This is an optimization exercise on Yosys and OpenROAD, whose aim is small area, a short achievable clock period and few clock cycles per item, not a production implementation. At most, simulation tests tie the RTL to the original design; equivalence was not proved. Power figures rest on the tool's default switching activity, not on a simulated workload.

// hue_chroma_key_alpha_unit
module hue_chroma_key_alpha_unit (
    input  logic                               aclk,
    input  logic                               aresetn,
    input  logic                               s_tvalid,
    output logic                               s_tready,
    input  logic [hcka_pkg::S_DATA_W-1:0]      s_tdata,    
    output logic                               m_tvalid,
    input  logic                               m_tready,
    output logic [hcka_pkg::M_DATA_W-1:0]      m_tdata,    
    input  logic                               cfg_wr_en,
    input  logic [hcka_pkg::CFG_IDX_W-1:0]     cfg_index,
    input  logic [hcka_pkg::CFG_W-1:0]         cfg_wdata
);
clock: 6.0 ns
lec_check: 0
cap_margin: 20
core_margin: 2
core_utilization: 40
slew_margin: 20
run.sh (not shown) runs the stock make flow with config.mk's settings and CLKGATE_MAP_FILE= SYNTH_SCRIPT=/design/flow/synth_recipe.tcl, a recipe that flattens the netlist after the stock synthesis.
Testbench counts at the start, summed over its fixed seeds: cycles 16,400, items 16,384.
Rerun with:
Settings changed: ABC_AREA set to 1.
Die area went up by a few percent.
Worst hold slack gets better by 5.0 ps.
Global-route usage grows by 0.15 points.
Design area grows by a few percent.

* * *

hue_chroma_key_alpha_unit, a different RTL version from the one above (not shown whole).
For scale: about 1100 cells after synthesis, ~73 I/O pins.
clock: 6.0 ns
lec_check: 0
abc_area: 1
cap_margin: 20
core_margin: 2
core_utilization: 40
setup_slack_margin: 3.0
slew_margin: 20
standard.sh (not shown) runs the stock make flow with config.mk's settings and CLKGATE_MAP_FILE= SYNTH_SCRIPT=/design/flow/synth_recipe.tcl, a recipe that flattens the netlist after the stock synthesis.
==> flow/flow/run.sh <==
#!/bin/bash
# The standard layout (the standard.sh, unchanged synthesis), with plain buf_1 cells as
# the port buffers in place of the delay buffers that buffer_ports picks by default.
set -euo pipefail
export BUFFER_PORTS_ARGS="-buffer_cell sky130_fd_sc_hd__buf_1"
bash standard.sh finish > standard.log 2>&1
Testbench counts at the start, summed over its fixed seeds: cycles 16,400, items 16,384.
==> next run, changes <==
Settings changed: SETUP_SLACK_MARGIN 3.0 to 2.4.
Outcome: Total power rose by about 7%; worst hold slack is about the same; synthesized area is unchanged; global-route usage rose by 0.54 points; clock-buffer cell count stays the same; register-to-register slack is worse by 0.14 ns; via count rose by about 0.3%; setup slack is worse by 0.14 ns.
==> next run, changes <==
Settings changed: GPL_TIMING_DRIVEN set to 1, SETUP_SLACK_MARGIN 2.4 to 2.6.
After rerunning:
- sequential share of layout area is higher by 0.53 points
- wire length went down by 5.1%
- final area falls by 2.1%
- utilization drops by 0.97 points
- via count came out lower by 2.7%
- critical path depth grows by 2
- sequential cell count does not change
- setup slack gains 0.048 ns
- die area stays the same
- global-route usage falls by 0.61 points
- register-to-register slack gets better by 0.05 ns
==> next run, changes <==
Settings changed: CORE_UTILIZATION 40 to 60, GPL_TIMING_DRIVEN 1 to unset.
Routed wire length is lower by about 1.7%. Area after synthesis is unchanged. Cell area is higher by 1.2%. Clock power is lower by about 0.7%. Clock-buffer cell count is unchanged. Combinational power is higher by 5.1%. Critical path depth is lower by 1. Setup slack gets better by 0.055 ns. Hold slack stays flat.
==> next run, changes <==
Settings changed: ABC_AREA 1 to 0, CORE_UTILIZATION 60 to 40.
=> The changed run completed without violations; utilization fell by 19 points; routed wire length rose by about 20%; via count rose by about 6%.
==> next run, changes <==
Settings changed: ABC_AREA 0 to 1, SETUP_SLACK_MARGIN 2.6 to unset.
Effect:
- The new run finished clean
- combinational power drops by about 2%
- setup slack degrades by 0.14 ns
- total power drops by 1.7%
- maximum frequency drops by 3.4%
- cell area drops by 15%

* * *

Setup of exp/sierra:
Starting RTL as in the previous note.
clock: 6.0 ns
lec_check: 0
abc_area: 1
cap_margin: 20
core_margin: 2
core_utilization: 40
setup_slack_margin: 2.6
slew_margin: 20
synth_hierarchical: 1
synth_minimum_keep_size: 0
Scripts as last shown in full above: flow/flow/run.sh
Testbench counts of exp/sierra, summed over its fixed seeds: cycles 16,400, items 16,384.
For exp/nickel, these inputs were changed with respect to exp/sierra:
Settings: removing SYNTH_MINIMUM_KEEP_SIZE (formerly 0); changing SETUP_SLACK_MARGIN from 2.6 to 2.2; removing SYNTH_HIERARCHICAL (formerly 1).
[summary]
exp/nickel | stages: all done | timing, DRC, antenna: all pass
Relative to exp/sierra, worst hold margin increased by 3.6 ps in exp/nickel.
Multi-input gate count: exp/nickel vs exp/sierra down 6.0%
On share of final-layout standard cells stronger than drive strength 1: exp/nickel sits below exp/sierra.
Number of diodes added for antenna fixing: exp/sierra vs exp/nickel — no meaningful difference
[inputs] exp/cedar vs exp/nickel
Settings: an added CTS_BUF_LIST of sky130_fd_sc_hd__clkbuf_8; a change of SETUP_SLACK_MARGIN from 2.2 to 2.6.
## What came out
- On post-DP HPWL: exp/cedar sits below exp/nickel.
- exp/cedar vs exp/nickel — depth of the worst register-to-register path rose 1.
- Wire length of the first global-routing pass | exp/cedar below exp/nickel
- exp/cedar — placer congestion estimate 3.5% lower, exp/nickel as reference
- exp/cedar gives more number of fillers in the final layout than exp/nickel did.
- In the flow results for exp/cedar and exp/nickel, the total power is smaller on exp/cedar.
- In the tables for exp/cedar and exp/nickel, total via count in the routed design reads higher with exp/nickel.
- Core utilization: exp/cedar lower than exp/nickel
- When exp/cedar is measured against exp/nickel, its power of the combinational group turns out about 4% lower.
Setup changes, exp/cedar to exp/pepper
Settings: CTS_BUF_LIST: sky130_fd_sc_hd__clkbuf_8 -> unset.
## What came out
- On internal power of the cells, exp/pepper does worse than exp/cedar.
- exp/pepper falls short of exp/cedar in final area.
- Higher number of non-clock buffers among exp/pepper and exp/cedar: exp/pepper
- Global-route usage across exp/pepper and exp/cedar: no real change.
- exp/pepper and exp/cedar ended up with roughly the same via count of the first global-routing pass.
- [compare] base=exp/cedar new=exp/pepper: sequential cell count about even, worst relative slew slack saw a decrease.
- | final critical-path setup slack | exp/pepper vs exp/cedar | 22 ps higher |
- exp/pepper | stages: all done | timing, DRC, antenna: all pass
- The fraction of area in registers in exp/pepper sits 0.34 points below the value recorded for exp/cedar.
- Re total design power: exp/pepper and exp/cedar aren't equal, and the higher value belongs to exp/pepper.
- exp/pepper ends up with a part of the cycle the worst path needs that is 0.36 points lower than in exp/cedar.

* * *

Setup of the previous run:
hue_chroma_key_alpha_unit, a different RTL version from the one above (not shown whole).
For scale: ~1100 cells after synthesis, roughly 95 flip-flops, roughly 9000 um2 of cells after synthesis.
==> flow/config.mk <==
export PLATFORM = sky130hd
export DESIGN_NAME = hue_chroma_key_alpha_unit
export DESIGN_NICKNAME = hue_chroma_key_alpha_unit
export VERILOG_FILES = /design/flow/design.v
export SDC_FILE = /design/flow/constraint.sdc
export NUM_CORES = 4
export LEC_CHECK = 0
export ABC_AREA = 1
export CAP_MARGIN = 20
export CORE_MARGIN = 2
export CORE_UTILIZATION = 40
export SLEW_MARGIN = 20
==> flow/constraint.sdc <==
create_clock -name core_clock -period 6.0 [get_ports {aclk}]
set_input_delay 1.2000 -clock core_clock [delete_from_list [all_inputs] [get_ports {aclk}]]
set_output_delay 1.2000 -clock core_clock [all_outputs]
set_load 0.01 [all_outputs]
Scripts as last shown in full above: flow/flow/run.sh
Testbench counts of the previous run, summed over its fixed seeds: cycles 16,400, items 16,384.
diff inputs: the previous run => the current run
==> flow/run.sh (new file) <==
#!/bin/bash
# synth_recipe.tcl (not shown) runs the flow's synth.tcl, then flattens the netlist and writes it again
# the make line also repeats each setting of config.mk as NAME=value (left out here)
make -C /OpenROAD-flow-scripts/flow DESIGN_CONFIG=/design/flow/config.mk WORK_HOME=/design/flow/orfs CLKGATE_MAP_FILE= SYNTH_SCRIPT=/design/flow/synth_recipe.tcl finish
removed: flow/flow/run.sh
removed: flow/standard.sh
## What came out
Setup WNS the previous run -> the current run: worse. Going from the previous run to the current run, clock power share increased 0.3 points, final weighted congestion of routability-driven global placement has decreased, power share of the combinational group ~0 delta, compound-cell area share of the yosys netlist held steady, number of iterations in the first detailed-routing pass higher. From the previous run to the current run the numbers moved as follows: fraction of standard cell area in multi-input logic dropped 2.5 points; largest net degree at the start of global routing shows no meaningful change. The final reports for the current run and the previous run show final design area excluding fillers higher in the former. Total detailed-routing wirelength was lower in the current run than in the previous run. Between the previous run and the current run, the logic depth of the worst setup path including buffers does not differ in any meaningful way.

* * *

hue_chroma_key_alpha_unit, a different RTL version from the one above (not shown whole).
Size: roughly 1,000 cells after synthesis, roughly 89 flip-flops.
make LEC_CHECK=0 CAP_MARGIN=20 CORE_MARGIN=2 CORE_UTILIZATION=40 SETUP_SLACK_MARGIN=1.5 SLEW_MARGIN=20 finish   # period 6.0 ns
run.sh (not shown) runs the stock make flow with config.mk's settings and CLKGATE_MAP_FILE= SYNTH_SCRIPT=/design/flow/synth_recipe.tcl, a recipe that flattens the netlist after the stock synthesis.
Stock flow here: none of the scripts above is used.
The first run passed the timing, DRC and antenna checks.
Testbench counts at the start, summed over its fixed seeds: cycles 16,400, items 16,384.
Change:
- SETUP_SLACK_MARGIN: 1.5 -> not set
What happened: The changed run completed with no timing, DRC or antenna violations. Register-to-register slack gets worse by 0.26 ns. Non-clock buffer count went down by 22. Wire length went down by 1.9%. Worst setup slack got worse by 0.26 ns. Global-route usage goes down by 0.19 points. Die area does not change. Critical path depth is higher by 1. Final area decreases by 1.9%. Final cell count shrinks by 1.6%. Count of clock-buffer cells in the layout stays the same. Power is lower by 3.1%.

* * *

RTL: one of the versions met above, not the one the previous note started from.
Size: roughly 94 flip-flops, roughly 73 I/O pins, roughly 9300 µm² of cells after synthesis.
Settings: LEC_CHECK=0, ABC_AREA=1, CAP_MARGIN=20, CORE_MARGIN=2, CORE_UTILIZATION=40, PLACE_DENSITY=0.8, SETUP_SLACK_MARGIN=2.6, SLEW_MARGIN=20; clock period 6.0 ns.
standard.sh (not shown) runs the stock make flow with config.mk's settings and CLKGATE_MAP_FILE= SYNTH_SCRIPT=/design/flow/synth_recipe.tcl, a recipe that flattens the netlist after the stock synthesis.
==> flow/flow/run.sh <==
#!/bin/bash
# The standard layout (the standard.sh, unchanged synthesis), with plain buf_1 cells as
# the port buffers in place of the delay buffers that buffer_ports picks by default.
set -euo pipefail
export BUFFER_PORTS_ARGS="-buffer_cell sky130_fd_sc_hd__buf_1"
bash standard.sh finish > standard.log 2>&1
The starting point completed with no timing, DRC or antenna violations.
Testbench counts at the start, summed over its fixed seeds: cycles 16,400, items 16,384.
Next try:
CAP_MARGIN = 10   (was 20)
PLACE_DENSITY = unset   (was 0.8)
SLEW_MARGIN = 10   (was 20)
The new run produced a clean layout.
Sequential power is about the same.
Wire length rose by 0.37%.
Core utilization fell by 0.39 points.
Count of clock-buffer cells in the layout fell by 1.
Power fell by 3.0%.
Setup slack is better by 0.035 ns.

* * *

Setup of main:
hue_chroma_key_alpha_unit, a different RTL version from the one above (not shown whole).
Size: roughly 1,100 cells after synthesis, about 73 I/O pins.
clock: 6.0 ns
lec_check: 0
abc_area: 1
cap_margin: 20
core_margin: 2
core_utilization: 40
setup_slack_margin: 2.6
slew_margin: 20
Scripts as last shown in full above: flow/flow/run.sh
main: done, clean on timing, DRC and antenna
> inputs changed (main -> the feature branch)
# main
export LEC_CHECK = 0
export ABC_AREA = 1
export CAP_MARGIN = 20
export CORE_MARGIN = 2
export CORE_UTILIZATION = 40
export SETUP_SLACK_MARGIN = 2.6
export SLEW_MARGIN = 20
create_clock -name core_clock -period 6.0 [get_ports {aclk}]
# the feature branch
export LEC_CHECK = 0
export ABC_AREA = 1
export CAP_MARGIN = 20
export CORE_MARGIN = 2
export CORE_UTILIZATION = 40
export SETUP_SLACK_MARGIN = 2.2
export SLEW_MARGIN = 20
create_clock -name core_clock -period 6.0 [get_ports {aclk}]
--- outcome ---
- Sort main and the feature branch by worst path setup slack after routing asc -> top: the feature branch
- Taking main as the reference, in the feature branch utilization went down by 0.47 points; slew at the pin closest to its max-slew limit decreased by 0.016 ns relative to the old numbers; count of placed standard cells in the final layout, fillers left out flat.
- Going from main to the feature branch, the global-route track usage on met3 was found to have gone down by 0.25 points.
Function was not checked in any run of this note: the RTL went through the layout flow alone.

* * *

## the reference run
hue_chroma_key_alpha_unit, a different RTL version from the one above (not shown whole).
For scale: ~90 flip-flops.
clock: 6.0 ns
lec_check: 0
abc_area: 1
cap_margin: 20
core_margin: 2
core_utilization: 40
slew_margin: 20
run.sh (not shown) runs the stock make flow with config.mk's settings and CLKGATE_MAP_FILE= SYNTH_SCRIPT=/design/flow/synth_recipe.tcl, a recipe that flattens the netlist after the stock synthesis.
Stock flow here: none of the scripts above is used.
The reference run completed end to end with timing, DRC and antenna clean.
Testbench counts of the reference run, summed over its fixed seeds: cycles 16,400, items 16,384.
Modified inputs, the trial run compared to the reference run
# the reference run
export LEC_CHECK = 0
export ABC_AREA = 1
export CAP_MARGIN = 20
export CORE_MARGIN = 2
export CORE_UTILIZATION = 40
export SLEW_MARGIN = 20
create_clock -name core_clock -period 6.0 [get_ports {aclk}]
# the trial run
export LEC_CHECK = 0
export CAP_MARGIN = 20
export CORE_MARGIN = 2
export CORE_UTILIZATION = 40
export SLEW_MARGIN = 20
create_clock -name core_clock -period 6.0 [get_ports {aclk}]
[summary]
Going from the reference run to the trial run, deepest level of the CTS H-tree neither gained nor lost much; post-route standard cell area excluding fillers lost about 3%; mux contribution to synthesized area picked up an extra 1.3 points; power lost about 8%; fmax lost about 14%. Cmp the trial run vs the reference run: worst setup slack after layout lower in the trial run. Changes observed in the trial run relative to the reference run: synthesized cell count went down; sequential cell area share now larger; transition at the pin with the smallest max-transition slack now sits higher. From the reference run to the trial run the numbers moved as follows: time the worst path needs with I/O delays and setup went up by 0.66 ns, power spent charging and discharging nets went down by 0.00030 W.

* * *

Setup of lane 4:
Another version of the RTL of hue_chroma_key_alpha_unit (not shown whole).
For scale: ~1200 cells after synthesis, roughly 100 flip-flops, ~73 I/O pins, roughly 9900 µm² of cells after synthesis.
// hue_chroma_key_alpha_unit
module hue_chroma_key_alpha_unit (
    input  logic                               aclk,
    input  logic                               aresetn,
    input  logic                               s_tvalid,
    output logic                               s_tready,
    input  logic [hcka_pkg::S_DATA_W-1:0]      s_tdata,    
    output logic                               m_tvalid,
    input  logic                               m_tready,
    output logic [hcka_pkg::M_DATA_W-1:0]      m_tdata,    
    input  logic                               cfg_wr_en,
    input  logic [hcka_pkg::CFG_IDX_W-1:0]     cfg_index,
    input  logic [hcka_pkg::CFG_W-1:0]         cfg_wdata
);
clock: 6.0 ns
lec_check: 0
abc_area: 1
cap_margin: 20
core_margin: 2
core_utilization: 40
setup_slack_margin: 2.2
slew_margin: 20
standard.sh (not shown) runs the stock make flow with config.mk's settings and CLKGATE_MAP_FILE= SYNTH_SCRIPT=/design/flow/synth_recipe.tcl, a recipe that flattens the netlist after the stock synthesis.
Scripts as last shown in full above: flow/flow/run.sh
Edits applied to the flow inputs when going from lane 4 to lane 3:
Settings: SETUP_SLACK_MARGIN: 2.2 -> 2.6.
[summary]
On well-tap cell count, lane 3 tracks lane 4 almost exactly.
Number of clock sinks: lane 4 vs lane 3 identical
Growth of design area from synthesis to finish for lane 3 is higher than for lane 4.
Higher critical path depth was reported by lane 3, not lane 4.
Between lane 4 and lane 3, the difference in fill cell total of the finished layout is negligible.
Lane 3 vs lane 4 on average vias per placed instance: lane 3 is the higher one.
Core utilization for lane 3: 1.1 points up relative to lane 4
Summary of lane 3 over lane 4: placed instance area comparable; portion of the clock cycle consumed by the worst path in the final layout decreased 0.96 points.
On hold slack, lane 4 and lane 3 are basically level.
Lane 3 ends up with higher wire length of the first global-routing pass than lane 4 does.
Function was not checked in any run of this note: the RTL went through the layout flow alone.

static timing again, ports no longer ideal:
The results above use ideal ports. As a check the final layouts listed here were re-extracted and re-timed, cells and wires unchanged. Step 1, drivers: a clkbuf_16 drives aclk and a buf_2 each remaining input, both assumed. Step 2, shift: input delay + t, output delay - t, t = (earliest + latest rising clock arrival at the registers) / 2. This alone moves slack from input paths to output paths. Three values: ideal, step 1, step 2; two values: the first two.
run	shift t [ns]	setup slack, ns	worst setup path after step 2
the first run of note 1	0.393	0.487 / 0.500 / 0.107	input to register
the second run of note 1	0.388	1.518 / 1.533 / 1.145	input to register
the first run of note 2	0.391	2.259 / 2.259 / 2.259	register to register
the second run of note 2	0.399	2.119 / 2.119 / 2.119	register to register
the third run of note 2	0.404	2.166 / 2.166 / 2.166	register to register
the fourth run of note 2	0.396	2.221 / 2.221 / 2.221	register to register
the fifth run of note 2	0.406	1.997 / 1.997 / 1.997	register to register
the sixth run of note 2	0.395	1.855 / 1.855 / 1.855	register to register
exp/sierra	0.389	1.984 / 1.984 / 1.984	register to register
exp/nickel	0.396	2.131 / 2.131 / 2.131	register to register
exp/cedar	0.432	2.145 / 2.145 / 2.145	register to register
exp/pepper	0.404	2.166 / 2.166 / 2.166	register to register
the previous run	0.394	1.725 / 1.729 / 1.335	input to register
the current run	0.392	1.404 / 1.409 / 1.017	input to register
the first run of note 5	0.391	1.639 / 1.639 / 1.431	input to register
the second run of note 5	0.391	1.382 / 1.382 / 1.094	input to register
the first run of note 6	0.387	2.131 / 2.131 / 2.131	register to register
the second run of note 6	0.404	2.166 / 2.166 / 2.166	register to register
main	0.393	2.190 / 2.190 / 2.190	register to register
the feature branch	0.395	2.074 / 2.074 / 2.042	input to register
the reference run	0.386	1.936 / 1.936 / 1.936	register to register
the trial run	0.383	1.275 / 1.275 / 1.275	register to register
lane 4	0.392	2.301 / 2.301 / 2.179	input to register
lane 3	0.391	2.359 / 2.359 / 2.359	register to register
After both steps setup and hold are still met in every run listed. For the previous run, which loses most, drivers alone change the setup slack by +0.004 ns; drivers and shift together by -0.390 ns.
